This is an optimization exercise on Yosys and OpenROAD, whose aim is small area, a short achievable clock period and few clock cycles, not a production implementation. RTL that was checked went through simulation tests only; none was proved equivalent to the original. For run 1, only the layout was checked, not whether the RTL still works. No activity file was given, so power comes from the tool's default toggle rates.

==> config.mk <==
export PLATFORM = sky130hd
export DESIGN_NAME = ppm_p6_top
export DESIGN_NICKNAME = ppm_p6_top
export VERILOG_FILES = /design/flow/design.v
export SDC_FILE = /design/flow/constraint.sdc
export NUM_CORES = 4
export LEC_CHECK = 0
export CAP_MARGIN = 20
export CORE_MARGIN = 2
export CORE_UTILIZATION = 40
export PLACE_DENSITY = 0.6
export SETUP_SLACK_MARGIN = 2.8
export SLEW_MARGIN = 20
==> run.sh <==
#!/bin/bash
# synth_recipe.tcl (not shown) runs the flow's synth.tcl, then flattens the netlist and writes it again
# the make line also repeats each setting of config.mk as NAME=value (left out here)
make -C /OpenROAD-flow-scripts/flow DESIGN_CONFIG=/design/flow/config.mk WORK_HOME=/design/flow/orfs CLKGATE_MAP_FILE= SYNTH_SCRIPT=/design/flow/synth_recipe.tcl finish
==> design.v <==
package ppm_p6_pkg;
    localparam logic [2:0] KIND_PIXEL        = 3'd0;
    localparam logic [2:0] KIND_HEADER       = 3'd1;
    localparam logic [2:0] KIND_FORMAT_ERROR = 3'd2;
    localparam logic [2:0] KIND_SIZE_ERROR   = 3'd3;
    localparam logic [2:0] KIND_TRUNCATED    = 3'd4;
    localparam logic [2:0] KIND_DONE         = 3'd5;
    localparam logic [1:0] PH_SKIP   = 2'd0;
    localparam logic [1:0] PH_TOKEN  = 2'd1;
    localparam logic [1:0] PH_PIXELS = 2'd2;
    localparam logic [1:0] PH_FIN    = 2'd3;
    localparam logic [1:0] MAGIC_NONE = 2'd0;
    localparam logic [1:0] MAGIC_P    = 2'd1;
    localparam logic [1:0] MAGIC_P6   = 2'd2;
    localparam logic [1:0] MAGIC_BAD  = 2'd3;
    localparam logic [7:0] CHAR_P     = 8'h50;
    localparam logic [7:0] CHAR_SIX   = 8'h36;
    localparam logic [7:0] CHAR_HASH  = 8'h23;
    localparam logic [7:0] CHAR_NL    = 8'h0A;
    localparam logic [7:0] CHAR_MINUS = 8'h2D;
    localparam logic [7:0] CHAR_PLUS  = 8'h2B;
endpackage
import ppm_p6_pkg::*;
module ppm_p6_stream_decoder
(
    input  logic        clk,
    input  logic        rst_n,
    input  logic        in_valid,
    output logic        in_stall,
    input  logic [7:0]  in_byte,
    input  logic        in_eos,
    output logic        out_valid,
    input  logic        out_stall,
    output logic [2:0]  out_kind,
    output logic [7:0]  out_red,
    output logic [7:0]  out_green,
    output logic [7:0]  out_blue,
    output logic [15:0] out_column,
    output logic [15:0] out_row,
    output logic [15:0] out_width,
    output logic [15:0] out_height,
    output logic        out_last,
    input  logic        cfg_write,
    input  logic        cfg_index,
    input  logic [15:0] cfg_data
);
    logic [15:0] max_width_reg;
    logic [15:0] max_height_reg;
    always_ff @(posedge clk or negedge rst_n)
    begin
        if (!rst_n)
        begin
            max_width_reg  <= 16'hFFFF;
            max_height_reg <= 16'hFFFF;
        end
        else if (cfg_write)
        begin
            if (cfg_index)
                max_height_reg <= cfg_data;
            else
                max_width_reg  <= cfg_data;
        end
    end
    logic        ir_v;
    logic [7:0]  ir_b;
    logic        ir_eos;
    logic        ir_sep;        
    logic        ir_hash;
    logic        ir_digit;
    logic        ir_ns;         
    logic        ir_res;        
    logic        ir_pix;        
    logic        ir_tc;         
    logic        ir_wbad;       
    logic        ir_hbad;
    logic        stall_reg;
    logic [1:0]  phase_reg;
    logic [1:0]  tok_reg;
    logic        comment_reg;
    logic [1:0]  magic_reg;
    logic        ovf_reg;
    logic        digit_reg;
    logic        neg_reg;
    logic        stop_reg;
    logic        fmt_bad_reg;
    logic        size_bad_reg;
    logic [15:0] width_reg;
    logic [15:0] height_reg;
    logic [1:0]  comp_reg;
    logic [7:0]  red_reg;
    logic [7:0]  green_reg;
    logic [15:0] col_reg;       
    logic [15:0] row_reg;
    logic        s_v;
    logic [2:0]  s_kind;
    logic        s_dbl;
    logic [23:0] s_rgb;
    logic        o_v;
    logic [2:0]  o_kind;
    logic        o_last;
    logic [23:0] o_rgb;
    logic [15:0] o_col;
    logic [15:0] o_row;
    logic        o_hdr;         
    logic        hdr_pend;      
    logic [7:0]  c;
    logic        pen;
    logic        eos;
    logic        skip, tokp, pixp, fin;
    logic        t_char, t_first, t_close, t_sign;
    logic        c_start, c_end;
    logic        acc_digit, acc_clear;
    logic        hdr_close;
    logic        pix_out;
    logic        col_last, row_last;
    assign c    = ir_b;
    assign pen  = ir_v && !stall_reg;
    assign eos  = ir_eos;
    assign skip = (phase_reg == PH_SKIP);
    assign tokp = (phase_reg == PH_TOKEN);
    assign pixp = (phase_reg == PH_PIXELS);
    assign fin  = (phase_reg == PH_FIN);
    assign t_char    = !eos && !ir_sep && (tokp || (skip && !comment_reg));
    assign t_first   = t_char && skip;
    assign t_sign    = t_first && (c == CHAR_MINUS || c == CHAR_PLUS);
    assign t_close   = !eos && tokp && ir_sep;
    assign c_start   = !eos && skip && !comment_reg && ir_hash;
    assign c_end     = !eos && skip && comment_reg && (c == CHAR_NL);
    assign acc_digit = t_char && !t_sign && !stop_reg && ir_digit;
    assign acc_clear = eos || t_close;
    assign hdr_close = t_close && (tok_reg == 2'd3);
    assign pix_out   = !eos && pixp && (comp_reg == 2'd2);
    logic [15:0] acc_mul;
    logic        acc_big;
    logic [15:0] acc_sum;
    assign acc_sum = {col_reg[14:0], 1'b1} +
                     {col_reg[12:0], c[2] | c[3], c[1] | c[3], c[3]};
    assign acc_mul = {acc_sum[15:1], c[0]};
    assign acc_big = (col_reg > 16'd6553) || (col_reg == 16'd6553 && c[3:0] > 4'd5);
    logic        hdr_fmt;
    logic        hdr_size;
    logic        hdr_good;
    assign hdr_fmt  = (magic_reg != MAGIC_P6) || fmt_bad_reg || !digit_reg || neg_reg ||
                      ovf_reg || (col_reg != 16'd255);
    assign hdr_size = size_bad_reg || ir_wbad || ir_hbad;
    assign hdr_good = !hdr_fmt && !hdr_size;
    logic [2:0]  r_kind;
    logic        r_dbl;
    always_comb
    begin
        r_dbl = 1'b0;
        if (pixp && !eos)
        begin
            r_kind = KIND_PIXEL;
            r_dbl  = col_last && row_last;
        end
        else if (pixp)
            r_kind = KIND_TRUNCATED;
        else if (hdr_fmt || (tok_reg != 2'd3) || skip)
            r_kind = KIND_FORMAT_ERROR;
        else if (hdr_size)
            r_kind = KIND_SIZE_ERROR;
        else
        begin
            r_kind = KIND_HEADER;
            r_dbl  = eos;
        end
    end
    logic [1:0]  phase_n;
    logic [1:0]  tok_n;
    logic [1:0]  comp_n;
    always_comb
    begin
        phase_n = phase_reg;
        if (eos)
            phase_n = PH_SKIP;
        else if (t_char)
            phase_n = PH_TOKEN;
        else if (t_close)
            phase_n = (tok_reg != 2'd3) ? PH_SKIP : (hdr_good ? PH_PIXELS : PH_FIN);
        else if (pix_out && col_last && row_last)
            phase_n = PH_FIN;
        tok_n = tok_reg;
        if (eos)
            tok_n = 2'd0;
        else if (t_close && tok_reg != 2'd3)
            tok_n = tok_reg + 2'd1;
        comp_n = comp_reg;
        if (eos)
            comp_n = 2'd0;
        else if (hdr_close)
            comp_n = {1'b0, ir_hash};
        else if (pixp)
            comp_n = (comp_reg == 2'd2) ? 2'd0 : comp_reg + 2'd1;
    end
    logic        tokp_d;
    logic [1:0]  tok_d;
    logic        comp2_d;
    logic        in_sep, in_hash, in_digit;
    logic        ns_new, res_new, pix_new, tc_new;
    assign tokp_d  = pen ? t_char || (tokp && !eos && !ir_sep) : tokp;
    assign tok_d   = pen ? tok_n : tok_reg;
    assign comp2_d = pen ? (pixp && !eos && comp_reg == 2'd1) : (comp_reg == 2'd2);
    assign in_hash = (in_byte == CHAR_HASH);
    assign in_sep  = (in_byte == 8'h20) || (in_byte >= 8'h09 && in_byte <= 8'h0D) || in_hash;
    assign in_digit = (in_byte[7:4] == 4'h3) && (in_byte[3:0] <= 4'd9);
    assign pix_new = !in_eos && comp2_d;
    assign ns_new  = in_eos || (tokp_d && in_sep) || comp2_d;
    assign res_new = pix_new || (!in_eos && tokp_d && in_sep && tok_d == 2'd3);
    assign tc_new  = !in_eos && tokp_d && in_sep && (tok_d == 2'd1 || tok_d == 2'd2);
    logic        r_put;
    logic        take;
    logic        o_free;
    logic        o_en;
    logic        s_v_n;
    logic        o_v_n;
    logic        s_pix;
    logic        e_pix;
    logic        e_hdr;
    logic        adv;
    logic [2:0]  e_kind;
    logic        e_dbl;
    logic [23:0] e_rgb;
    assign r_put  = pen && (ir_res || (eos && !fin));
    assign take   = o_v && !out_stall;
    assign o_free = !o_v || (take && o_last);
    assign o_en   = !o_v || !out_stall;
    assign s_pix  = (s_kind == KIND_PIXEL);
    assign e_kind = s_v ? s_kind : r_kind;
    assign e_dbl  = s_v ? s_dbl  : r_dbl;
    assign e_rgb  = s_v ? s_rgb  : (ir_pix ? {red_reg, green_reg, c} : 24'd0);
    assign e_pix  = s_v ? s_pix  : ir_pix;
    assign e_hdr  = (e_kind == KIND_HEADER);
    assign adv    = o_free && (s_v ? s_pix : (pen && ir_pix));
    assign s_v_n  = (s_v || r_put) && !o_free;
    assign o_v_n  = o_free ? (s_v || r_put) : 1'b1;
    logic in_fire;
    logic ir_v_n;
    logic ns_d;
    logic pix_d;
    logic tc_d;
    logic hdr_pend_n;
    assign in_fire = in_valid && !stall_reg;
    assign ir_v_n  = in_fire || (ir_v && !pen);
    assign ns_d    = in_fire ? ns_new : ir_ns;
    assign pix_d   = in_fire ? pix_new : ir_pix;
    assign tc_d    = in_fire ? tc_new : ir_tc;
    assign hdr_pend_n = (r_put && r_kind == KIND_HEADER) || (hdr_pend && !(take && o_hdr));
    always_ff @(posedge clk or negedge rst_n)
    begin
        if (!rst_n)
        begin
            ir_v      <= 1'b0;
            stall_reg <= 1'b0;
            s_v       <= 1'b0;
            o_v       <= 1'b0;
            hdr_pend  <= 1'b0;
        end
        else
        begin
            ir_v      <= ir_v_n;
            stall_reg <= ir_v_n && ((ns_d && s_v_n) || (pix_d && s_v) || (tc_d && hdr_pend_n));
            s_v       <= s_v_n;
            o_v       <= o_v_n;
            hdr_pend  <= hdr_pend_n;
        end
    end
    always_ff @(posedge clk)
    begin
        if (!stall_reg)
        begin
            ir_b     <= in_byte;
            ir_eos   <= in_eos;
            ir_sep   <= in_sep;
            ir_hash  <= in_hash;
            ir_digit <= in_digit;
            ir_ns    <= ns_new;
            ir_res   <= res_new;
            ir_pix   <= pix_new;
            ir_tc    <= tc_new;
            ir_wbad  <= (width_reg == 16'd0) || (width_reg > max_width_reg);
            ir_hbad  <= (height_reg == 16'd0) || (height_reg > max_height_reg);
        end
        if (r_put)
        begin
            s_kind <= r_kind;
            s_dbl  <= r_dbl;
            s_rgb  <= ir_pix ? {red_reg, green_reg, c} : 24'd0;
        end
        if (o_en)
        begin
            if (o_v && !o_last)
            begin
                o_kind <= (o_kind == KIND_PIXEL) ? KIND_DONE : KIND_TRUNCATED;
                o_last <= 1'b1;
                o_rgb  <= 24'd0;
                o_col  <= 16'd0;
                o_row  <= 16'd0;
                o_hdr  <= 1'b0;
            end
            else
            begin
                o_kind <= e_kind;
                o_last <= !e_dbl;
                o_rgb  <= e_rgb;
                o_col  <= e_pix ? col_reg : 16'd0;
                o_row  <= e_pix ? row_reg : 16'd0;
                o_hdr  <= e_hdr;
            end
        end
    end
    always_ff @(posedge clk or negedge rst_n)
    begin
        if (!rst_n)
        begin
            phase_reg    <= PH_SKIP;
            tok_reg      <= 2'd0;
            comment_reg  <= 1'b0;
            magic_reg    <= MAGIC_NONE;
            col_reg      <= 16'd0;
            ovf_reg      <= 1'b0;
            digit_reg    <= 1'b0;
            neg_reg      <= 1'b0;
            stop_reg     <= 1'b0;
            fmt_bad_reg  <= 1'b0;
            size_bad_reg <= 1'b0;
            comp_reg     <= 2'd0;
        end
        else
        begin
            if (pen)
            begin
                phase_reg <= phase_n;
                tok_reg   <= tok_n;
                comp_reg  <= comp_n;
                if (eos)
                    comment_reg <= 1'b0;
                else if (c_start)
                    comment_reg <= 1'b1;
                else if (c_end)
                    comment_reg <= 1'b0;
                else if (t_close && tok_reg != 2'd3)
                    comment_reg <= ir_hash;
                if (eos)
                    magic_reg <= MAGIC_NONE;
                else if (t_char && tok_reg == 2'd0)
                    magic_reg <= t_first ? ((c == CHAR_P) ? MAGIC_P : MAGIC_BAD)
                                         : ((magic_reg == MAGIC_P && c == CHAR_SIX) ? MAGIC_P6 : MAGIC_BAD);
                if (acc_clear)
                begin
                    ovf_reg   <= 1'b0;
                    digit_reg <= 1'b0;
                    neg_reg   <= 1'b0;
                    stop_reg  <= 1'b0;
                end
                else if (t_char)
                begin
                    if (acc_digit)
                    begin
                        ovf_reg   <= ovf_reg || acc_big;
                        digit_reg <= 1'b1;
                    end
                    if (t_first && c == CHAR_MINUS)
                        neg_reg <= 1'b1;
                    if (!t_sign && !ir_digit)
                        stop_reg <= 1'b1;
                end
                if (eos)
                begin
                    fmt_bad_reg  <= 1'b0;
                    size_bad_reg <= 1'b0;
                end
                else if (t_close && (tok_reg == 2'd1 || tok_reg == 2'd2))
                begin
                    if (!digit_reg)
                        fmt_bad_reg <= 1'b1;
                    if (neg_reg || ovf_reg)
                        size_bad_reg <= 1'b1;
                end
            end
            if (pen && acc_clear)
                col_reg <= 16'd0;
            else if (pen && acc_digit)
                col_reg <= acc_mul;
            else if (adv)
                col_reg <= col_last ? 16'd0 : col_reg + 16'd1;
        end
    end
    always_ff @(posedge clk)
    begin
        if (pen && t_close && tok_reg == 2'd1)
            width_reg <= col_reg;
        if (pen && t_close && tok_reg == 2'd2)
            height_reg <= col_reg;
        if (pen && ((pixp && comp_reg == 2'd0) || (hdr_close && ir_hash)))
            red_reg <= c;
        if (pen && pixp && comp_reg == 2'd1)
            green_reg <= c;
        col_last <= (col_reg + 16'd1 == width_reg);
        row_last <= (row_reg + 16'd1 == height_reg);
        if (pen && hdr_close)
            row_reg <= 16'd0;
        else if (adv && col_last)
            row_reg <= row_reg + 16'd1;
    end
    assign in_stall   = stall_reg;
    assign out_valid  = o_v;
    assign out_kind   = o_kind;
    assign out_red    = o_rgb[23:16];
    assign out_green  = o_rgb[15:8];
    assign out_blue   = o_rgb[7:0];
    assign out_column = o_col;
    assign out_row    = o_row;
    assign out_width  = o_hdr ? width_reg  : 16'd0;
    assign out_height = o_hdr ? height_reg : 16'd0;
    assign out_last   = o_last;
endmodule
module ppm_p6_top
(
    input  logic        clk,
    input  logic        rst_n,
    input  logic        in_valid,
    output logic        in_stall,
    input  logic [7:0]  in_byte,
    input  logic        in_eos,
    output logic        out_valid,
    input  logic        out_stall,
    output logic [2:0]  out_kind,
    output logic [7:0]  out_red,
    output logic [7:0]  out_green,
    output logic [7:0]  out_blue,
    output logic [15:0] out_column,
    output logic [15:0] out_row,
    output logic [15:0] out_width,
    output logic [15:0] out_height,
    output logic        out_last,
    input  logic        cfg_write,
    input  logic        cfg_index,
    input  logic [15:0] cfg_data
);
    ppm_p6_stream_decoder u_dec (
        .clk        (clk),
        .rst_n      (rst_n),
        .in_valid   (in_valid),
        .in_stall   (in_stall),
        .in_byte    (in_byte),
        .in_eos     (in_eos),
        .out_valid  (out_valid),
        .out_stall  (out_stall),
        .out_kind   (out_kind),
        .out_red    (out_red),
        .out_green  (out_green),
        .out_blue   (out_blue),
        .out_column (out_column),
        .out_row    (out_row),
        .out_width  (out_width),
        .out_height (out_height),
        .out_last   (out_last),
        .cfg_write  (cfg_write),
        .cfg_index  (cfg_index),
        .cfg_data   (cfg_data)
    );
endmodule
==> constraint.sdc <==
create_clock -name core_clock -period 5.0 [get_ports {clk}]
set_input_delay 1.0000 -clock core_clock [delete_from_list [all_inputs] [get_ports {clk}]]
set_output_delay 1.0000 -clock core_clock [all_outputs]
set_load 0.01 [all_outputs]
==> reports/qor.json, run 1 <==
{
  "synth": {
    "ys.warnings.count": 1,
    "synth_seq_cells": 241,
    "synth-async-reset-ratio": 0.282,
    "yosys_most_used_dff": "edfxtp_1",
    "post_synth_edffs": 155,
    "post_synth_instance_area_um2": 12800,
    "seq_area_frac_synth": 0.526,
    "avg_inst_size_synth_um2": 10.8,
    "synth_cell_type_count": 84,
    "synth_cells": 1191,
    "synthesis.nets": 1277
  },
  "drt": {
    "route.antenna.remaining_nets": 0,
    "detailedRoute.firstIterationViolations": 871,
    "count_of_tritonroute_iterations_in_the_first_routing_pass": 6,
    "remaining_drc_errors": 0,
    "routed_len_inst_um": 20.6,
    "vias_per_cell": 5.61,
    "drt_total_wl_um": 37400,
    "vias": 10200
  },
  "global_route": {
    "global_route.overflow_total": 0,
    "grt_pass1_vias": 9922,
    "grt_util_met2": 0.353,
    "globalRoute.busiestLayer": "met2",
    "grt_antenna_before_repair": 0,
    "grt.total_usage": 0.217,
    "use_met1": 0.298,
    "grt_util_met3": 0.0308,
    "first_pass_grt_wire_length_um": 57000,
    "grt_max_degree": 40
  },
  "finish": {
    "finalNetCount": 1478,
    "final_cells": 1814,
    "layout.cell_area.non_filler_um2": 16900,
    "drive_gt1_frac": 0.305,
    "top_registers": "u_dec.o_rgb x24, u_dec.s_rgb x24",
    "antenna-diode-count": 0,
    "area_growth_syn_to_layout_pct": 31.9
  },
  "timing": {
    "grt_setup_unrepaired": "true",
    "maxSlewViolCount": 0,
    "min_period_over_period": 0.498,
    "slew-limit-headroom": 0.480,
    "finalCriticalPeriod_ns": 2.49,
    "timing.clock.skew_ns": 0.0308,
    "fin_hold_ws_ns": 0.500,
    "finalSetupViolations": 0,
    "worstMarginPinSlew_ns": 0.779,
    "max_freq_mhz": 402,
    "setup_total_negative_slack_ns": 0,
    "count_of_endpoints_failing_hold_in_the_final_timing_report": 0
  },
  "power_and_ir_drop": {
    "power.share.combinational": 0.207,
    "total_power_mw": 5.73,
    "seq_power_share": 0.445,
    "vdd.ir_drop.worst_mv": 0.201,
    "net_switching_mw": 1.59,
    "power_density_nw_per_um2": 338,
    "clock_power_share": 0.348,
    "switching_share": 0.277,
    "p_int_mw": 4.14,
    "p_leak_nw": 7.06
  },
  "setup_path": {
    "critPathMaxFanout": 8,
    "crit_top_cell": "buf_6",
    "cp-start-kind": "flop",
    "crit_type": "reg -> out",
    "timing.critical_path.buf_inv": 3,
    "crit_family": "buffers and inverters",
    "critical_path_cell_list": "buf_6 > buf_8 > and2_4 > buf_6",
    "critPathRequiredTime_ns": 4.00,
    "crit_arrival_ns": 1.49,
    "timing.critical_path.to_type": "primary output",
    "worst_path_largest_cell_delay_ns": 0.37,
    "critical-path-slowest-cell": "edfxtp_1"
  },
  "clock_tree": {
    "cts-buffers-inserted": 26,
    "clock_tree.buffer_depth": 3,
    "clock_slew_at_the_register_clock_pins_of_the_worst_setup_and_hold_paths_ns": 0.06,
    "tritoncts": "yes",
    "cts-htree-levels": 1,
    "clk-insertion-delay-late_ns": 0.55,
    "clock_sink_count": 241,
    "cts.root.buffer_cell": "clkbuf_16"
  },
  "floorplanning": {
    "die_h_um": 183,
    "num_rows": 65,
    "core-area_um2": 31600,
    "die_area_um2": 33600,
    "initial_utilization": 0.407,
    "ios": 125,
    "horiz_die_dim_um": 183
  },
  "min_path": {
    "hold_path_class": "reg -> reg"
  },
  "placement": {
    "placed_cells": 1668,
    "place.port_buffers": 124,
    "instance_area_after_placement_um2": 14500,
    "final_hpwl_dp_um": 24200,
    "gpl.final_weighted_congestion": 0.869
  },
  "job": {
    "max_cap_viol_count": 0
  },
  "status": {
    "outcome": "finished clean"
  }
}
==> cell families after synthesis <==
family                   after synthesis  share of synthesized area
AO/OA/AOI/OAI                        230                      0.121
XOR/XNOR                              65                     0.0443
adder cells (fa/ha/maj)               56                     0.0544
buffers and inverters                121                     0.0375
flip-flops                           241                      0.526
multiplexers                          47                     0.0384
AND/OR/NAND/NOR                      431                      0.178
==> final cells by class <==
class	count	area [µm²]
sequential	241	6780
fill	2694	14600
timing repair buffer	231	2110
inverter	61	231
clock buffer	33	759
clock inverter	15	149
tap	402	503
multi-input combinational	831	6400
==> synth_stat cells, types with 6 or more instances <==
master	count	area share
edfxtp_1	155	0.36
and2_1	95	0.046
nor2_1	95	0.028
nand2_1	71	0.021
o21ai_0	62	0.024
inv_1	60	0.018
ha_1	55	0.054
clkbuf_1	47	0.014
a21oi_1	37	0.014
dfrtp_1	36	0.070
xnor2_1	34	0.023
dfstp_2	32	0.065
xor2_1	31	0.021
mux2i_1	29	0.023
nor3_1	29	0.011
nand3_1	26	0.010
nand4_1	21	0.010
dfxtp_1	18	0.028
mux2_2	18	0.016
a211oi_1	16	0.0094
nor2b_1	16	0.0078
a21o_1	14	0.0082
nand2b_1	14	0.0068
nor4_1	14	0.0068
a31oi_1	13	0.0063
and3_1	12	0.0058
o21a_1	8	0.0047
and4_1	7	0.0048
buf_2	7	0.0027
nor3b_1	6	0.0035
o31ai_1	6	0.0035
==> worst paths after layout <==
path	start	endpoint	slack, ns	depth (start not counted)
setup reg to reg	u_dec.ir_b[3]	u_dec.col_reg[14]	2.59	8
max in group asynchronous	rst_n	u_dec.col_reg[11]	3.37	2
hold / removal	u_dec.stop_reg	u_dec.stop_reg	0.50	2
min in group asynchronous	rst_n	u_dec.max_height_reg[12]	0.90	1
hold reg to reg	u_dec.stop_reg	u_dec.stop_reg	0.50	2
setup / recovery	u_dec.o_hdr	out_height[1]	2.51	4
==> cell usage in the layout, fill, tap and decap left out, types with 7 or more instances in the layout <==
cell type          n
nor3_1            23
a31oi_1           12
o21a_1             7
buf_4             83
dfxtp_1           16
and3_1             9
mux2i_1           29
clkdlybuf4s50_1   23
dfstp_2           32
clkdlybuf4s15_1   31
a21oi_1           29
dfrtp_1           20
xor2_1            31
buf_2             20
and2_1            59
inv_1             60
o21ai_1           15
dfrtp_2           15
nand2_2            7
a211oi_2          13
a21o_1            14
nand2b_1          10
ha_1              47
dlygate4sd2_1     12
edfxtp_1         155
buf_6             47
nand3_1           22
mux2_2            18
nor2_1            88
nor4_1            12
and2_4            35
nor2b_1           13
nand4_1           21
o21ai_0           45
xnor2_1           30
clkbuf_16         28
nand2_1           61
==> worst reg2reg max path, cell delays in order, from the launching register on <==
cell	delay, ns
edfxtp_1	0.50
or2_4	0.30
ha_4	0.28
nand2_4	0.05
o21bai_4	0.18
a32oi_4	0.30
a41oi_2	0.21
xnor2_2	0.19
a22o_1	0.25
==> power by group through the flow <==
stage                     clock (mW)  combinational, mW  sequential (mW)
after floorplan                    0              0.512             2.61
after global placement             0              0.963             2.63
final                           2.00               1.19             2.55
after CTS                       2.03               1.13             2.55
after detailed placement           0              0.975             2.63
after global routing            2.11               1.29             2.57
==> metrics by stage <==
stage          worst slack [ns]  utilization
5_1_grt                    2.46        0.537
2_1_floorplan              2.64            -
6_report                   2.51        0.537
4_1_cts                    2.49        0.522
3_3_place_gp               1.92        0.459
3_5_place_dp               1.90        0.459
==> what timing repair did <==
action,CTS,global route
buffers inserted,79,15
endpoints found under the setup margin,263,103
hold buffers,0,0
pin swaps,43,49
hold endpoints to repair,0,0
cloned,3,1
gates resized for setup,455,100
==> per-layer routing <==
metal / vias to the layer above / share of wire
li1: 4731 / -
met1: 4892 / 0.42
met2: 423 / 0.46
met3: 126 / 0.074
met4: 0 / 0.039
met5: - / 0
==> run 2, diff against run 1 <==
--- a/design.v
+++ b/design.v
@@ -67,10 +67,10 @@
     logic        ir_sep;        
     logic        ir_hash;
     logic        ir_digit;
+    logic [1:0]  ir_dh;         
     logic        ir_ns;         
     logic        ir_res;        
     logic        ir_pix;        
-    logic        ir_tc;         
     logic        ir_wbad;       
     logic        ir_hbad;
     logic        stall_reg;
@@ -82,6 +82,8 @@
     logic        digit_reg;
     logic        neg_reg;
     logic        stop_reg;
+    logic [1:0]  m255_reg;      
+    logic        m255_bad;      
     logic        fmt_bad_reg;
     logic        size_bad_reg;
     logic [15:0] width_reg;
@@ -101,8 +103,8 @@
     logic [23:0] o_rgb;
     logic [15:0] o_col;
     logic [15:0] o_row;
-    logic        o_hdr;         
-    logic        hdr_pend;      
+    logic [15:0] o_w;
+    logic [15:0] o_h;
     logic [7:0]  c;
     logic        pen;
     logic        eos;
@@ -133,15 +135,14 @@
     logic [15:0] acc_mul;
     logic        acc_big;
     logic [15:0] acc_sum;
-    assign acc_sum = {col_reg[14:0], 1'b1} +
-                     {col_reg[12:0], c[2] | c[3], c[1] | c[3], c[3]};
+    assign acc_sum = {col_reg[14:0], 1'b1} + {col_reg[12:0], ir_dh, c[3]};
     assign acc_mul = {acc_sum[15:1], c[0]};
     assign acc_big = (col_reg > 16'd6553) || (col_reg == 16'd6553 && c[3:0] > 4'd5);
     logic        hdr_fmt;
     logic        hdr_size;
     logic        hdr_good;
-    assign hdr_fmt  = (magic_reg != MAGIC_P6) || fmt_bad_reg || !digit_reg || neg_reg ||
-                      ovf_reg || (col_reg != 16'd255);
+    assign hdr_fmt  = (magic_reg != MAGIC_P6) || fmt_bad_reg || neg_reg ||
+                      m255_bad || (m255_reg != 2'd3);
     assign hdr_size = size_bad_reg || ir_wbad || ir_hbad;
     assign hdr_good = !hdr_fmt && !hdr_size;
     logic [2:0]  r_kind;
@@ -197,7 +198,7 @@
     logic [1:0]  tok_d;
     logic        comp2_d;
     logic        in_sep, in_hash, in_digit;
-    logic        ns_new, res_new, pix_new, tc_new;
+    logic        ns_new, res_new, pix_new;
     assign tokp_d  = pen ? t_char || (tokp && !eos && !ir_sep) : tokp;
     assign tok_d   = pen ? tok_n : tok_reg;
     assign comp2_d = pen ? (pixp && !eos && comp_reg == 2'd1) : (comp_reg == 2'd2);
@@ -207,7 +208,6 @@
     assign pix_new = !in_eos && comp2_d;
     assign ns_new  = in_eos || (tokp_d && in_sep) || comp2_d;
     assign res_new = pix_new || (!in_eos && tokp_d && in_sep && tok_d == 2'd3);
-    assign tc_new  = !in_eos && tokp_d && in_sep && (tok_d == 2'd1 || tok_d == 2'd2);
     logic        r_put;
     logic        take;
     logic        o_free;
@@ -228,9 +228,9 @@
     assign s_pix  = (s_kind == KIND_PIXEL);
     assign e_kind = s_v ? s_kind : r_kind;
     assign e_dbl  = s_v ? s_dbl  : r_dbl;
-    assign e_rgb  = s_v ? s_rgb  : (ir_pix ? {red_reg, green_reg, c} : 24'd0);
+    assign e_rgb  = s_v ? s_rgb  : {red_reg, green_reg, c};
     assign e_pix  = s_v ? s_pix  : ir_pix;
-    assign e_hdr  = (e_kind == KIND_HEADER);
+    assign e_hdr  = s_v ? (s_kind == KIND_HEADER) : (tokp && tok_reg == 2'd3 && hdr_good);
     assign adv    = o_free && (s_v ? s_pix : (pen && ir_pix));
     assign s_v_n  = (s_v || r_put) && !o_free;
     assign o_v_n  = o_free ? (s_v || r_put) : 1'b1;
@@ -238,14 +238,10 @@
     logic ir_v_n;
     logic ns_d;
     logic pix_d;
-    logic tc_d;
-    logic hdr_pend_n;
     assign in_fire = in_valid && !stall_reg;
     assign ir_v_n  = in_fire || (ir_v && !pen);
     assign ns_d    = in_fire ? ns_new : ir_ns;
     assign pix_d   = in_fire ? pix_new : ir_pix;
-    assign tc_d    = in_fire ? tc_new : ir_tc;
-    assign hdr_pend_n = (r_put && r_kind == KIND_HEADER) || (hdr_pend && !(take && o_hdr));
     always_ff @(posedge clk or negedge rst_n)
     begin
         if (!rst_n)
@@ -254,15 +250,13 @@
             stall_reg <= 1'b0;
             s_v       <= 1'b0;
             o_v       <= 1'b0;
-            hdr_pend  <= 1'b0;
         end
         else
         begin
             ir_v      <= ir_v_n;
-            stall_reg <= ir_v_n && ((ns_d && s_v_n) || (pix_d && s_v) || (tc_d && hdr_pend_n));
+            stall_reg <= ir_v_n && ((ns_d && s_v_n) || (pix_d && s_v));
             s_v       <= s_v_n;
             o_v       <= o_v_n;
-            hdr_pend  <= hdr_pend_n;
         end
     end
     always_ff @(posedge clk)
@@ -274,10 +268,10 @@
             ir_sep   <= in_sep;
             ir_hash  <= in_hash;
             ir_digit <= in_digit;
+            ir_dh    <= {in_byte[2] | in_byte[3], in_byte[1] | in_byte[3]};
             ir_ns    <= ns_new;
             ir_res   <= res_new;
             ir_pix   <= pix_new;
-            ir_tc    <= tc_new;
             ir_wbad  <= (width_reg == 16'd0) || (width_reg > max_width_reg);
             ir_hbad  <= (height_reg == 16'd0) || (height_reg > max_height_reg);
         end
@@ -285,7 +279,7 @@
         begin
             s_kind <= r_kind;
             s_dbl  <= r_dbl;
-            s_rgb  <= ir_pix ? {red_reg, green_reg, c} : 24'd0;
+            s_rgb  <= {red_reg, green_reg, c};
         end
         if (o_en)
         begin
@@ -296,16 +290,18 @@
                 o_rgb  <= 24'd0;
                 o_col  <= 16'd0;
                 o_row  <= 16'd0;
-                o_hdr  <= 1'b0;
+                o_w    <= 16'd0;
+                o_h    <= 16'd0;
             end
             else
             begin
                 o_kind <= e_kind;
                 o_last <= !e_dbl;
-                o_rgb  <= e_rgb;
+                o_rgb  <= e_pix ? e_rgb : 24'd0;
                 o_col  <= e_pix ? col_reg : 16'd0;
                 o_row  <= e_pix ? row_reg : 16'd0;
-                o_hdr  <= e_hdr;
+                o_w    <= e_hdr ? width_reg  : 16'd0;
+                o_h    <= e_hdr ? height_reg : 16'd0;
             end
         end
     end
@@ -322,6 +318,8 @@
             digit_reg    <= 1'b0;
             neg_reg      <= 1'b0;
             stop_reg     <= 1'b0;
+            m255_reg     <= 2'd0;
+            m255_bad     <= 1'b0;
             fmt_bad_reg  <= 1'b0;
             size_bad_reg <= 1'b0;
             comp_reg     <= 2'd0;
@@ -348,6 +346,20 @@
                                          : ((magic_reg == MAGIC_P && c == CHAR_SIX) ? MAGIC_P6 : MAGIC_BAD);
                 if (acc_clear)
                 begin
+                    m255_reg <= 2'd0;
+                    m255_bad <= 1'b0;
+                end
+                else if (acc_digit)
+                begin
+                    if (m255_reg == 2'd0 && c[3:0] == 4'd2)
+                        m255_reg <= 2'd1;
+                    else if ((m255_reg == 2'd1 || m255_reg == 2'd2) && c[3:0] == 4'd5)
+                        m255_reg <= m255_reg + 2'd1;
+                    else if (m255_reg != 2'd0 || c[3:0] != 4'd0)
+                        m255_bad <= 1'b1;
+                end
+                if (acc_clear)
+                begin
                     ovf_reg   <= 1'b0;
                     digit_reg <= 1'b0;
                     neg_reg   <= 1'b0;
@@ -411,8 +423,8 @@
     assign out_blue   = o_rgb[7:0];
     assign out_column = o_col;
     assign out_row    = o_row;
-    assign out_width  = o_hdr ? width_reg  : 16'd0;
-    assign out_height = o_hdr ? height_reg : 16'd0;
+    assign out_width  = o_w;
+    assign out_height = o_h;
     assign out_last   = o_last;
 endmodule
 module ppm_p6_top
==> flow/run.sh (new file) <==
#!/bin/bash
# Layout flow: the standard synthesis unchanged, then the standard ORFS layout
# with the port buffers built from buf_4 cells instead of delay cells, and the
# timing repair free to change a cell's footprint.
set -euo pipefail
bash standard.sh synth > synth.log 2>&1
bash standard.sh "BUFFER_PORTS_ARGS=-buffer_cell sky130_fd_sc_hd__buf_4" MATCH_CELL_FOOTPRINT=0 finish > layout.log 2>&1
==> standard.sh (new file) <==
#!/bin/bash
# synth_recipe.tcl (not shown) runs the flow's synth.tcl, then flattens the netlist and writes it again
# the make line also repeats each setting of config.mk as NAME=value (left out here)
make -C /OpenROAD-flow-scripts/flow DESIGN_CONFIG=/design/flow/config.mk WORK_HOME=/design/flow/orfs CLKGATE_MAP_FILE= SYNTH_SCRIPT=/design/flow/synth_recipe.tcl "${@:-finish}"
removed: run.sh
==> run 2 against run 1 <==
  * Still clean
  * Sequential cell count grew 34
  * Sequential share of layout area grew 5.5 points
  * Setup slack gained 0.16 ns
  * Clock skew shrank 0.021 ns
  * Largest cell class unchanged
  * Largest power group unchanged
  * Highest routed layer unchanged
==> reports/qor.json, run 2 <==
{
  "synth": {
    "yosys_most_used_dff": "edfxtp_1",
    "synth_seq_cells": 275,
    "yosys.area_share.adder": 0.0528,
    "synth_top_cell_area_share": 0.411,
    "synth_cell_type_count": 76,
    "avg_inst_size_synth_um2": 11.4,
    "synthesis.nets": 1287,
    "synth.area.mux_share": 0.0361,
    "post_synth_edffs": 187,
    "synth.area.top_cells": "edfxtp_1, dfrtp_1, dfstp_2",
    "synth_top_family_by_area": "simple AND/OR/NAND/NOR gates",
    "synth_area_in_compound_gates": 0.100,
    "most_numerous_cell_in_the_yosys_netlist": "edfxtp_1",
    "post_synth_instance_area_um2": 13700,
    "synth.top_cells.by_count": "edfxtp_1, nor2_1, nand2_1, inv_1",
    "synth_cells": 1199,
    "synth_top_area_cell": "edfxtp_1",
    "synth-async-reset-ratio": 0.255,
    "ys.warnings.count": 1,
    "yosys.area_share.xor_xnor": 0.0411,
    "synth_simple_gate_area_share": 0.165,
    "seq_area_frac_synth": 0.569
  },
  "global_route": {
    "globalRoute.busiestLayer": "met2",
    "grt.total_usage": 0.197,
    "grt_antenna_before_repair": 0,
    "use_met1": 0.273,
    "global_route.overflow_total": 0,
    "grt_max_degree": 71,
    "first_pass_grt_wire_length_um": 55200,
    "grt_pass1_vias": 9782,
    "grt_util_met3": 0.0367,
    "grt_util_met2": 0.314
  },
  "clock_tree": {
    "cts-htree-levels": 1,
    "clock_slew_at_the_register_clock_pins_of_the_worst_setup_and_hold_paths_ns": 0.06,
    "tritoncts": "yes",
    "cts-buffers-inserted": 29,
    "clk-insertion-delay-late_ns": 0.56,
    "clock_tree.buffer_depth": 3,
    "post_cts_hold_buffer_count": 0,
    "cts.root.buffer_cell": "clkbuf_16",
    "clock_sink_count": 275
  },
  "setup_path": {
    "crit_type": "reg -> reg",
    "crit_arrival_ns": 2.76,
    "critPathRequiredTime_ns": 5.43,
    "cp-start-kind": "flop",
    "timing.critical_path.to_type": "flop",
    "reg2regPathDepth": 7,
    "setup.reg_to_reg.worst_slack_ns": 2.67,
    "critPathMaxFanout": 5,
    "r2r-start": "u_dec.ir_b[3]",
    "r2r-end": "u_dec.col_reg[14]"
  },
  "timing": {
    "finalSetupViolations": 0,
    "max_freq_mhz": 430,
    "finalCriticalPeriod_ns": 2.33,
    "fin_hold_ws_ns": 0.450,
    "min_period_over_period": 0.466,
    "worstMarginPinSlew_ns": 0.977,
    "setup_total_negative_slack_ns": 0,
    "count_of_endpoints_failing_hold_in_the_final_timing_report": 0,
    "finalWorstSetupSlack_ns": 2.67,
    "grt_setup_unrepaired": "true",
    "maxSlewViolCount": 0,
    "timing.clock.skew_ns": 0.0102,
    "slew-limit-headroom": 0.349
  },
  "drt": {
    "drt_total_wl_um": 36300,
    "vias": 10200,
    "count_of_tritonroute_iterations_in_the_first_routing_pass": 6,
    "remaining_drc_errors": 0,
    "routed_len_inst_um": 19.5,
    "detailedRoute.firstIterationViolations": 790,
    "vias_per_cell": 5.46,
    "route.antenna.remaining_nets": 0
  },
  "min_path": {
    "min_delay_worst_endpoint": "u_dec.s_rgb[8]",
    "worst_hold_startpoint": "u_dec.green_reg[0]",
    "hold_depth": 0,
    "hold_path_class": "reg -> reg"
  },
  "floorplanning": {
    "initial_utilization": 0.407,
    "num_rows": 67,
    "ios": 125,
    "die_area_um2": 35600,
    "horiz_die_dim_um": 189,
    "core-area_um2": 33500,
    "die_h_um": 189
  },
  "power_and_ir_drop": {
    "vdd.ir_drop.worst_mv": 0.249,
    "power_density_nw_per_um2": 347,
    "p_leak_nw": 6.76
  },
  "finish": {
    "most-common-layout-cells": "buf_4, edfxtp_1, nor2_1",
    "fill_cells": 3007,
    "drive_gt1_frac": 0.303,
    "final_cells": 1865,
    "final_common_cell": "buf_4",
    "top_registers": "u_dec.o_rgb x24, u_dec.s_rgb x24",
    "finalNetCount": 1482,
    "area_growth_syn_to_layout_pct": 25.8,
    "antenna-diode-count": 0
  },
  "placement": {
    "place.port_buffers": 124,
    "post_placement_setup_slack_ns": 2.04,
    "final_hpwl_dp_um": 23400,
    "placed_cells": 1729,
    "gpl.final_weighted_congestion": 0.873
  },
  "job": {
    "max_cap_viol_count": 0
  },
  "status": {
    "outcome": "finished clean"
  }
}
## run 2: cell types whose count changed after synthesis, moves of 9 or more
cell and change:
or3_1 +15, and2_1 -39, xor2_1 -9, edfxtp_1 +32
a21oi_1 +23
## run 2: area by class of cell
cell class	instances	area, µm²	share of cell area
flip-flops and latches	275	7830	0.456
multi-input cells	807	5940	0.346
repair buffers	215	1660	0.0969
clock buffers	43	808	0.0471
well taps	448	561	0.0326
inverters	66	248	0.0144
clock inverters	11	123	0.00714
## run 2: worst max-delay path by stage
| stage | startpoint | to | slack [ns] |
|---|---|---|---|
| floorplan | out_stall | u_dec.col_reg[10] | 2.80 |
| global placement | out_stall | u_dec.col_reg[5] | 2.12 |
| detailed placement | u_dec.stall_reg | u_dec.m255_reg[0] | 2.04 |
| CTS | u_dec.phase_reg[1] | u_dec.red_reg[7] | 2.62 |
| global route | u_dec.col_reg[5] | u_dec.col_reg[14] | 2.59 |
| finish | u_dec.ir_b[3] | u_dec.col_reg[14] | 2.67 |
## run 2: power by group
| part | internal, mW | leakage, nW | switching (mW) | total [mW] |
|---|---|---|---|---|
| clock | 1.22 | 0.449 | 0.894 | 2.12 |
| sequential | 2.70 | 2.88 | 0.162 | 2.86 |
| combinational | 0.434 | 3.43 | 0.540 | 0.975 |
| total | 4.35 | 6.76 | 1.60 | 5.95 |
## run 2: cell families (layout without fill, tap and decap cells)
family                   count (synthesis)  count (layout)
buffers and inverters                  119             335
flip-flops                             275             275
XOR/XNOR                                64              64
AO/OA/AOI/OAI                          218             218
AND/OR/NAND/NOR                        419             421
multiplexers                            47              47
adder cells (fa/ha/maj)                 57              57
## run 2: layer usage
metal | vias to the layer above | share of wire | routed length (µm)
li1 | 4779 | - | -
met5 | - | 0 | 0
met1 | 4979 | 0.45 | 16200
met3 | 85 | 0.062 | 2240
met2 | 342 | 0.46 | 16900
met4 | 0 | 0.027 | 996
## run 2: stage by stage
step | utilization | area, µm² | total power, mW
CTS | 0.494 | 16600 | 5.93
detailed placement | 0.448 | 15000 | 3.77
global placement | 0.448 | 15000 | 3.76
floorplan | - | 13700 | 3.38
global route | 0.512 | 17200 | 6.21
finish | 0.512 | 17200 | 5.95
## run 2: worst max-delay path: stages (launching register included)
cell and delay [ns]:
edfxtp_1 0.48, fa_2 0.40, a211oi_2 0.25, o21ai_2 0.11, a2111o_1 0.39, a31oi_1 0.17, xor2_1 0.27, o22ai_1 0.12
## run 2: what timing repair did
item                       4_1_cts  5_1_grt
gates resized for setup         85       49
pin swaps                       21       29
setup endpoints to repair      114       95
gates cloned                     1        1
buffers inserted                34       46
Testbench counts of run 2, summed over its fixed seeds: cycles 66,959.
==> run 3, diff against run 2 <==
==> run.sh (new file) <==
#!/bin/bash
# synth_recipe.tcl (not shown) runs the flow's synth.tcl, then flattens the netlist and writes it again
# the make line also repeats each setting of config.mk as NAME=value (left out here)
make -C /OpenROAD-flow-scripts/flow DESIGN_CONFIG=/design/flow/config.mk WORK_HOME=/design/flow/orfs CLKGATE_MAP_FILE= SYNTH_SCRIPT=/design/flow/synth_recipe.tcl finish
--- a/config.mk
+++ b/config.mk
@@ -5,9 +5,9 @@
 export SDC_FILE = /design/flow/constraint.sdc
 export NUM_CORES = 4
 export LEC_CHECK = 0
-export CAP_MARGIN = 20
+export CAP_MARGIN = 0
 export CORE_MARGIN = 2
 export CORE_UTILIZATION = 40
 export PLACE_DENSITY = 0.6
 export SETUP_SLACK_MARGIN = 2.8
-export SLEW_MARGIN = 20
+export SLEW_MARGIN = 0
removed: flow/run.sh
removed: standard.sh
==> run 3 against run 2 <==
  * Clock-buffer cell count fell by 3
  * Final area rose by 0.52%
  * Die area did not move
  * Clock power rose by 6%
  * Sequential share of layout area fell by 0.35 points
==> reports/qor.json, run 3 <==
{
  "power_and_ir_drop": {
    "clock_power_share": 0.372,
    "power.share.combinational": 0.157,
    "p_leak_nw": 6.66,
    "p_int_mw": 4.49,
    "switching_share": 0.259,
    "seq_power_share": 0.471,
    "net_switching_mw": 1.57,
    "vdd.ir_drop.worst_mv": 0.236,
    "power_density_nw_per_um2": 351
  },
  "drt": {
    "vias_per_cell": 5.46,
    "route.antenna.remaining_nets": 0,
    "drt_total_wl_um": 36300,
    "vias": 10100,
    "routed_len_inst_um": 19.6,
    "detailedRoute.firstIterationViolations": 796,
    "count_of_tritonroute_iterations_in_the_first_routing_pass": 5,
    "remaining_drc_errors": 0
  },
  "clock_tree": {
    "clk-insertion-delay-late_ns": 0.55,
    "cts.root.buffer_cell": "clkbuf_16",
    "post_cts_hold_buffer_count": 0,
    "clock_tree.buffer_depth": 3,
    "clock_sink_count": 275,
    "cts-buffers-inserted": 28,
    "tritoncts": "yes",
    "cts-htree-levels": 1,
    "clock_slew_at_the_register_clock_pins_of_the_worst_setup_and_hold_paths_ns": 0.07
  },
  "job": {
    "max_cap_viol_count": 0
  },
  "global_route": {
    "grt.total_usage": 0.202,
    "grt_pass1_vias": 9949,
    "first_pass_grt_wire_length_um": 56600,
    "global_route.overflow_total": 0,
    "grt_antenna_before_repair": 0,
    "grt_max_degree": 45
  },
  "floorplanning": {
    "die_h_um": 189,
    "horiz_die_dim_um": 189,
    "core-area_um2": 33500,
    "initial_utilization": 0.407,
    "die_area_um2": 35600,
    "ios": 125,
    "num_rows": 67
  },
  "timing": {
    "finalCriticalPeriod_ns": 2.32,
    "min_period_over_period": 0.464,
    "grt_setup_unrepaired": "true",
    "timing.clock.skew_ns": 0.0175,
    "worstMarginPinSlew_ns": 0.860,
    "finalSetupViolations": 0,
    "max_freq_mhz": 431,
    "slew-limit-headroom": 0.426,
    "maxSlewViolCount": 0,
    "setup_total_negative_slack_ns": 0,
    "count_of_endpoints_failing_hold_in_the_final_timing_report": 0
  },
  "synth": {
    "avg_inst_size_synth_um2": 11.4,
    "seq_area_frac_synth": 0.569,
    "most_numerous_cell_in_the_yosys_netlist": "edfxtp_1",
    "post_synth_edffs": 187,
    "synth_top_cell_area_share": 0.411,
    "yosys_most_used_dff": "edfxtp_1",
    "synth_cell_type_count": 76,
    "synth_cells": 1199,
    "synth-async-reset-ratio": 0.255,
    "synth.top_cells.by_count": "edfxtp_1, nor2_1, nand2_1, inv_1",
    "synth.area.top_cells": "edfxtp_1, dfrtp_1, dfstp_2",
    "synth_top_area_cell": "edfxtp_1",
    "synth_seq_cells": 275,
    "ys.warnings.count": 1,
    "synthesis.nets": 1287,
    "post_synth_instance_area_um2": 13700
  },
  "finish": {
    "drive_gt1_frac": 0.226,
    "antenna-diode-count": 0,
    "top_registers": "u_dec.o_rgb x24, u_dec.s_rgb x24",
    "fill_cells": 2972,
    "finalNetCount": 1469,
    "final_common_cell": "edfxtp_1",
    "most-common-layout-cells": "edfxtp_1, nor2_1, nand2_1",
    "final_cells": 1851,
    "area_growth_syn_to_layout_pct": 26.4
  },
  "setup_path": {
    "cp-start-kind": "flop",
    "crit_arrival_ns": 2.74,
    "critPathMaxFanout": 3,
    "setup.worst_path.start": "u_dec.ir_dh[0]",
    "timing.critical_path.to_type": "flop",
    "crit_type": "reg -> reg",
    "r2r-start": "u_dec.ir_dh[0]",
    "critPathRequiredTime_ns": 5.43
  },
  "placement": {
    "place.port_buffers": 124,
    "final_hpwl_dp_um": 23600,
    "placed_cells": 1731,
    "gpl.final_weighted_congestion": 0.878
  },
  "status": {
    "outcome": "finished clean"
  },
  "min_path": {
    "hold_path_class": "reg -> reg",
    "worst_hold_startpoint": "u_dec.red_reg[7]"
  }
}
run 3: cell counts after synthesis:
Identical to the previous run, type by type.
run 3: metrics by stage:
step	util	instance area [µm²]	hold WS, ns	power (mW)	worst slack [ns]
finish	0.515	17300	0.450	6.06	2.68
global route	0.515	17300	0.464	6.31	2.56
CTS	0.507	17000	0.452	6.08	2.71
detailed placement	0.458	15300	0.438	3.82	1.54
global placement	0.458	15300	0.434	3.80	1.66
floorplan	-	13700	0.426	3.38	2.80
run 3: layer usage:
layer	vias to the layer above	GRT usage	share of wire
met5	-	0	0
met4	0	0.0637	0.030
met3	79	0.0268	0.054
met2	342	0.323	0.46
met1	4933	0.284	0.45
li1	4756	-	-
run 3: worst paths after layout:
kind / cells past startpoint / endpoint / slack [ns]
worst max-delay path: 7 / u_dec.col_reg[14] / 2.68
worst min-delay path: 0 / u_dec.s_rgb[23] / 0.45
worst max register to register: 7 / u_dec.col_reg[14] / 2.68
worst min register to register: 0 / u_dec.s_rgb[23] / 0.45
max in group asynchronous: 2 / u_dec.o_v / 3.52
min in group asynchronous: 1 / u_dec.col_reg[15] / 0.58
run 3: power groups by stage:
stage          clock network [mW]  registers (mW)  logic (mW)
2_1_floorplan                   0            2.89       0.487
3_3_place_gp                    0            2.92       0.877
3_5_place_dp                    0            2.92       0.894
4_1_cts                      2.29            2.85       0.934
5_1_grt                      2.38            2.88        1.05
6_report                     2.25            2.86       0.954
run 3: worst max-delay path, cell delays in order (launching register included):
cell	delay, ns
edfxtp_1	0.45
fa_2	0.46
a211oi_4	0.27
o21ai_2	0.11
a2111o_1	0.39
a31oi_1	0.17
xor2_1	0.24
o22ai_1	0.11
run 3: final cells by class:
class	instances	area, µm²	area share
inverters	66	248	0.0144
multi-input cells	807	5870	0.340
flip-flops and latches	275	7810	0.452
clock inverters	12	165	0.00957
repair buffers	203	1780	0.103
well taps	448	561	0.0325
clock buffers	40	840	0.0486
run 3: kinds of logic (layout without fill, tap and decap cells):
group,after synthesis,after routing,synth area share
mux,47,47,0.0361
buf+inv,119,321,0.0359
xor+xnor,64,64,0.0411
simple gates,419,421,0.165
fa+ha+maj,57,57,0.0528
flops,275,275,0.569
compound gates,218,218,0.100
run 3: repair_timing:
item                       4_1_cts  5_1_grt
gates cloned                     3        0
setup endpoints to repair      299      133
pin swaps                       26       26
gates resized for setup        281       84
setup buffers                   46       19
==> run 4, diff against run 3 <==
--- a/config.mk
+++ b/config.mk
@@ -5,9 +5,9 @@
 export SDC_FILE = /design/flow/constraint.sdc
 export NUM_CORES = 4
 export LEC_CHECK = 0
-export CAP_MARGIN = 0
+export CAP_MARGIN = 20
 export CORE_MARGIN = 2
 export CORE_UTILIZATION = 40
 export PLACE_DENSITY = 0.6
 export SETUP_SLACK_MARGIN = 2.8
-export SLEW_MARGIN = 0
+export SLEW_MARGIN = 20
==> run 4 against run 3 <==
  * Area after synthesis unchanged
  * Clock-buffer cell count unchanged
  * Setup slack unchanged
  * Critical path depth unchanged
  * Sequential power about the same
  * Fmax unchanged
  * Wire length unchanged
  * Utilization unchanged
  * Clock power about the same
==> reports/qor.json, run 4 <==
{
  "timing": {
    "slew-limit-headroom": 0.426,
    "maxSlewViolCount": 0,
    "finalSetupViolations": 0,
    "min_period_over_period": 0.464,
    "max_freq_mhz": 431,
    "setup_total_negative_slack_ns": 0,
    "fin_hold_ws_ns": 0.450,
    "finalCriticalPeriod_ns": 2.32,
    "grt_setup_unrepaired": "true",
    "worstMarginPinSlew_ns": 0.860,
    "timing.clock.skew_ns": 0.0175,
    "finalWorstSetupSlack_ns": 2.68,
    "count_of_endpoints_failing_hold_in_the_final_timing_report": 0
  },
  "synth": {
    "post_synth_instance_area_um2": 13700,
    "synth_top_area_cell": "edfxtp_1",
    "synth-async-reset-ratio": 0.255,
    "most_numerous_cell_in_the_yosys_netlist": "edfxtp_1",
    "synth_cell_type_count": 76,
    "ys.warnings.count": 1,
    "yosys_most_used_dff": "edfxtp_1",
    "synth_seq_cells": 275,
    "avg_inst_size_synth_um2": 11.4,
    "seq_area_frac_synth": 0.569,
    "post_synth_edffs": 187,
    "synth_top_cell_area_share": 0.411,
    "synth_cells": 1199,
    "synth.top_cells.by_count": "edfxtp_1, nor2_1, nand2_1, inv_1",
    "synth.area.top_cells": "edfxtp_1, dfrtp_1, dfstp_2",
    "synthesis.nets": 1287
  },
  "floorplanning": {
    "num_rows": 67,
    "initial_utilization": 0.407,
    "core-area_um2": 33500,
    "die_area_um2": 35600,
    "ios": 125,
    "die_h_um": 189,
    "horiz_die_dim_um": 189
  },
  "global_route": {
    "global_route.overflow_total": 0,
    "grt_max_degree": 45,
    "grt.total_usage": 0.202,
    "grt_pass1_vias": 9949,
    "first_pass_grt_wire_length_um": 56600,
    "grt_antenna_before_repair": 0
  },
  "setup_path": {
    "cp-start-kind": "flop",
    "setup.worst_path.start": "u_dec.ir_dh[0]",
    "critPathMaxFanout": 3,
    "r2r-start": "u_dec.ir_dh[0]",
    "timing.critical_path.to_type": "flop",
    "critPathRequiredTime_ns": 5.43,
    "r2r-end": "u_dec.col_reg[14]",
    "crit_type": "reg -> reg",
    "crit_arrival_ns": 2.74,
    "reg2regPathDepth": 7,
    "setup.reg_to_reg.worst_slack_ns": 2.68
  },
  "clock_tree": {
    "tritoncts": "yes",
    "clock_slew_at_the_register_clock_pins_of_the_worst_setup_and_hold_paths_ns": 0.07,
    "cts-buffers-inserted": 28,
    "clk-insertion-delay-late_ns": 0.55,
    "post_cts_hold_buffer_count": 0,
    "clock_sink_count": 275,
    "cts.root.buffer_cell": "clkbuf_16",
    "clock_tree.buffer_depth": 3,
    "cts-htree-levels": 1
  },
  "finish": {
    "top_registers": "u_dec.o_rgb x24, u_dec.s_rgb x24",
    "most-common-layout-cells": "edfxtp_1, nor2_1, nand2_1",
    "final_common_cell": "edfxtp_1",
    "final_util": 0.515,
    "fill_cells": 2972,
    "layout.cell_area.non_filler_um2": 17300,
    "multi_input_area_um2": 5870,
    "drive_gt1_frac": 0.226,
    "final_cells": 1851,
    "finalNetCount": 1469,
    "area_occupied_by_registers_um2": 7810,
    "antenna-diode-count": 0,
    "area_growth_syn_to_layout_pct": 26.4
  },
  "placement": {
    "place.port_buffers": 124,
    "final_hpwl_dp_um": 23600,
    "instance_area_after_placement_um2": 15300,
    "gpl.final_weighted_congestion": 0.878,
    "placed_cells": 1731,
    "post_placement_setup_slack_ns": 1.54
  },
  "min_path": {
    "worst_hold_startpoint": "u_dec.red_reg[7]",
    "min_delay_worst_endpoint": "u_dec.s_rgb[23]",
    "hold_path_class": "reg -> reg",
    "hold_depth": 0
  },
  "drt": {
    "route.antenna.remaining_nets": 0,
    "vias_per_cell": 5.46,
    "remaining_drc_errors": 0,
    "count_of_tritonroute_iterations_in_the_first_routing_pass": 5,
    "routed_len_inst_um": 19.6,
    "detailedRoute.firstIterationViolations": 796,
    "drt_total_wl_um": 36300,
    "vias": 10100
  },
  "power_and_ir_drop": {
    "vdd.ir_drop.worst_mv": 0.236,
    "power_density_nw_per_um2": 351,
    "p_leak_nw": 6.66,
    "total_power_mw": 6.06
  },
  "status": {
    "outcome": "finished clean"
  },
  "job": {
    "max_cap_viol_count": 0
  }
}
## run 4: layout make-up
type                    instances  area share
flip-flops and latches        275       0.452
repair buffers                203       0.103
clock inverters                12     0.00957
well taps                     448      0.0325
clock buffers                  40      0.0486
multi-input cells             807       0.340
inverters                      66      0.0144
## run 4: worst max-delay path by stage
stage	to	slack, ns
2_1_floorplan	u_dec.col_reg[10]	2.80
4_1_cts	u_dec.col_reg[14]	2.71
3_5_place_dp	u_dec.col_reg[5]	1.54
3_3_place_gp	u_dec.col_reg[5]	1.66
6_report	u_dec.col_reg[14]	2.68
5_1_grt	u_dec.col_reg[14]	2.56
## run 4: worst max-delay path, cell delays in order (launching register included)
cell      delay, ns
edfxtp_1       0.45
fa_2           0.46
a211oi_4       0.27
o21ai_2        0.11
a2111o_1       0.39
a31oi_1        0.17
xor2_1         0.24
o22ai_1        0.11
## run 4: logic make-up after synthesis
kind of cell	synth area share
mux	0.0361
fa+ha+maj	0.0528
simple gates	0.165
flops	0.569
compound gates	0.100
buf+inv	0.0359
xor+xnor	0.0411
## run 4: routing by layer
| layer | track usage | up-vias | wire length (µm) |
|---|---|---|---|
| met2 | 0.323 | 342 | 16900 |
| li1 | - | 4756 | - |
| met5 | 0 | - | 0 |
| met3 | 0.0268 | 79 | 1970 |
| met1 | 0.284 | 4933 | 16400 |
| met4 | 0.0637 | 0 | 1070 |
## run 4: where the power goes
group | switching, mW | internal (mW)
clock | 0.880 | 1.37
sequential | 0.157 | 2.70
combinational | 0.533 | 0.421
total | 1.57 | 4.49
## run 4: timing repair
action                     CTS  global route
buffers inserted            46            19
setup endpoints to repair  299           133
resized for setup          281            84
hold endpoints to repair     0             0
pin swaps                   26            26
gates cloned                 3             0
==> run 5, diff against run 4 <==
--- a/config.mk
+++ b/config.mk
@@ -8,6 +8,7 @@
 export CAP_MARGIN = 20
 export CORE_MARGIN = 2
 export CORE_UTILIZATION = 40
+export CTS_BUF_LIST = sky130_fd_sc_hd__clkbuf_4
 export PLACE_DENSITY = 0.6
 export SETUP_SLACK_MARGIN = 2.8
 export SLEW_MARGIN = 20
==> run 5 against run 4 <==
  * Clock skew increased by 0.023 ns
  * Highest routed layer unchanged
  * Final cell count rose by 5.0%
  * Area after synthesis is the same
  * Non-clock buffer count increased by 7
  * Wire length rose by 2.4%
  * Critical endpoint unchanged
  * Sequential power about the same
  * Register-to-register slack about the same
==> reports/qor.json, run 5 <==
{
  "synth": {
    "post_synth_edffs": 187,
    "synth_top_area_cell": "edfxtp_1",
    "synth_seq_cells": 275,
    "synth.top_cells.by_count": "edfxtp_1, nor2_1, nand2_1, inv_1",
    "ys.warnings.count": 1,
    "synth_cells": 1199,
    "synthesis.nets": 1287,
    "yosys_most_used_dff": "edfxtp_1",
    "synth_top_cell_area_share": 0.411,
    "most_numerous_cell_in_the_yosys_netlist": "edfxtp_1",
    "synth_cell_type_count": 76,
    "post_synth_instance_area_um2": 13700,
    "seq_area_frac_synth": 0.569,
    "avg_inst_size_synth_um2": 11.4,
    "synth-async-reset-ratio": 0.255,
    "synth.area.top_cells": "edfxtp_1, dfrtp_1, dfstp_2"
  },
  "setup_path": {
    "reg2regPathDepth": 7,
    "critPathMaxFanout": 3,
    "cp-start-kind": "flop",
    "timing.critical_path.to_type": "flop",
    "setup.worst_path.start": "u_dec.col_reg[2]",
    "crit_type": "reg -> reg",
    "crit_arrival_ns": 2.91,
    "critPathRequiredTime_ns": 5.59,
    "r2r-start": "u_dec.col_reg[2]"
  },
  "floorplanning": {
    "die_h_um": 189,
    "initial_utilization": 0.407,
    "die_area_um2": 35600,
    "num_rows": 67,
    "core-area_um2": 33500,
    "horiz_die_dim_um": 189,
    "ios": 125
  },
  "min_path": {
    "hold_path_class": "in -> async"
  },
  "finish": {
    "drive_gt1_frac": 0.311,
    "fill_cells": 3030,
    "final_cells": 1944,
    "finalNetCount": 1521,
    "most-common-layout-cells": "edfxtp_1, clkbuf_4, buf_2",
    "final_common_cell": "edfxtp_1",
    "top_registers": "u_dec.o_rgb x24, u_dec.s_rgb x24",
    "area_growth_syn_to_layout_pct": 24.8
  },
  "clock_tree": {
    "tritoncts": "yes",
    "cts-buffers-inserted": 73,
    "clock_sink_count": 275,
    "post_cts_hold_buffer_count": 0,
    "cts-htree-levels": 3,
    "clk-insertion-delay-late_ns": 0.71,
    "cts.root.buffer_cell": "clkbuf_4",
    "clock_tree.buffer_depth": 3,
    "clock_slew_at_the_register_clock_pins_of_the_worst_setup_and_hold_paths_ns": 0.07
  },
  "placement": {
    "final_hpwl_dp_um": 23600,
    "placed_cells": 1731,
    "gpl.final_weighted_congestion": 0.878,
    "place.port_buffers": 124
  },
  "power_and_ir_drop": {
    "p_leak_nw": 6.84,
    "power_density_nw_per_um2": 343,
    "vdd.ir_drop.worst_mv": 0.135,
    "total_power_mw": 5.83
  },
  "status": {
    "outcome": "finished clean"
  },
  "timing": {
    "grt_setup_unrepaired": "true",
    "finalSetupViolations": 0,
    "worstMarginPinSlew_ns": 0.874,
    "setup_total_negative_slack_ns": 0,
    "count_of_endpoints_failing_hold_in_the_final_timing_report": 0,
    "slew-limit-headroom": 0.417,
    "max_freq_mhz": 431,
    "min_period_over_period": 0.464,
    "maxSlewViolCount": 0,
    "finalCriticalPeriod_ns": 2.32,
    "timing.clock.skew_ns": 0.0407
  },
  "global_route": {
    "first_pass_grt_wire_length_um": 57500,
    "global_route.overflow_total": 0,
    "grt.total_usage": 0.207,
    "grt_antenna_before_repair": 2,
    "grt_max_degree": 45,
    "grt_pass1_vias": 10300
  },
  "drt": {
    "remaining_drc_errors": 0,
    "detailedRoute.firstIterationViolations": 936,
    "drt_total_wl_um": 37200,
    "vias": 10400,
    "count_of_tritonroute_iterations_in_the_first_routing_pass": 6,
    "routed_len_inst_um": 19.1,
    "vias_per_cell": 5.35,
    "route.antenna.remaining_nets": 0
  },
  "job": {
    "max_cap_viol_count": 0
  }
}
-- run 5: cell counts after synthesis --
Identical to the previous run, type by type.
-- run 5: per-stage QoR --
| stage | hold slack [ns] | area (µm²) | utilization | setup WS, ns |
|---|---|---|---|---|
| final | 0.414 | 17000 | 0.508 | 2.68 |
| after detailed placement | 0.438 | 15300 | 0.458 | 1.54 |
| after global routing | 0.418 | 17000 | 0.508 | 2.59 |
| after CTS | 0.389 | 16500 | 0.493 | 2.54 |
| after floorplan | 0.426 | 13700 | - | 2.80 |
| after global placement | 0.434 | 15300 | 0.458 | 1.66 |
-- run 5: final timing paths --
kind                                endpoint  slack [ns]
setup / recovery           u_dec.col_reg[14]        2.68
hold / removal              u_dec.col_reg[4]        0.41
setup reg to reg           u_dec.col_reg[14]        2.68
hold reg to reg              u_dec.s_rgb[12]        0.45
max in group asynchronous   u_dec.col_reg[1]        3.65
min in group core_clock      u_dec.s_rgb[12]        0.45
-- run 5: kinds of logic (layout without fill, tap and decap cells) --
logic type                 after synthesis  after routing  synth area share
buffers and inverters                  119            412            0.0359
and+or+nand+nor                        419            421             0.165
DFF                                    275            275             0.569
other                                    0              2                 0
xor gates and xnor gates                64             64            0.0411
muxes                                   47             47            0.0361
adders and majority gates               57             57            0.0528
AOI/OAI and AO/OA                      218            218             0.100
-- run 5: critical path: stages (launching register included) --
cell and delay [ns]:
dfrtp_2 0.46, ha_1 0.35, o21ai_0 0.30, a21oi_2 0.12, a2111o_1 0.43, a31oi_1 0.17
xor2_1 0.25, o22ai_1 0.11
-- run 5: area by class of cell --
| cell class | instances | area (µm²) | area share |
|---|---|---|---|
| sequential | 275 | 7810 | 0.459 |
| multi-input combinational | 807 | 5910 | 0.347 |
| timing repair buffer | 210 | 1530 | 0.0896 |
| clock buffer | 112 | 841 | 0.0494 |
| tap | 448 | 561 | 0.0329 |
| inverter | 66 | 250 | 0.0147 |
| clock inverter | 24 | 131 | 0.00771 |
| antenna | 2 | 5.00 | 0.000294 |
-- run 5: routing by layer --
layer | routed length [µm] | GRT usage
met5 | 0 | 0
met4 | 893 | 0.0787
met3 | 2180 | 0.0421
met2 | 17400 | 0.323
met1 | 16700 | 0.284
-- run 5: power by group --
part | total, mW | leakage, nW | switching (mW) | internal, mW
Sequential | 2.85 | 2.88 | 0.155 | 2.70
Combinational | 0.944 | 3.37 | 0.546 | 0.397
Clock | 2.04 | 0.584 | 0.955 | 1.08
-- run 5: timing repair --
item,CTS,global route
pin swaps,24,27
hold endpoints to repair,0,0
cloned,3,1
setup endpoints to repair,289,231
gates resized for setup,462,48
buffers inserted,42,29

-- afterwards: timing with drivers on the ports --
The results above use ideal ports. As a check the final layouts listed here were re-extracted and re-timed, cells and wires unchanged.
Step 1 sets driving cells, clkbuf_16 on the clock port and buf_2 on the other inputs (assumed; they add their load-dependent delay and slew).
Step 2 also shifts input and output timing later by t, the mid clock arrival at the registers, as if the neighbouring blocks saw the same clock.
Slacks: ideal / step 1 / step 2; pairs: ideal / step 1.
run | t (ns) | setup slack, ns | worst setup path after step 2 | worst slew at a driven data input, ns
run 1 | 0.584 | 2.511 / 2.463 / 2.192 | input to register | 0.05
run 2 | 0.607 | 2.672 / 2.672 / 2.312 | input to register | 0.04
run 3 | 0.584 | 2.682 / 2.682 / 2.262 | input to register | 0.05
run 4 | 0.584 | 2.682 / 2.682 / 2.262 | input to register | 0.05
run 5 | 0.736 | 2.681 / 2.662 / 2.148 | input to register | 0.04
After both steps setup and hold are still met in every run listed. The setup slack of run 5, which loses most, moves by -0.019 ns with the drivers and by -0.533 ns with both steps.
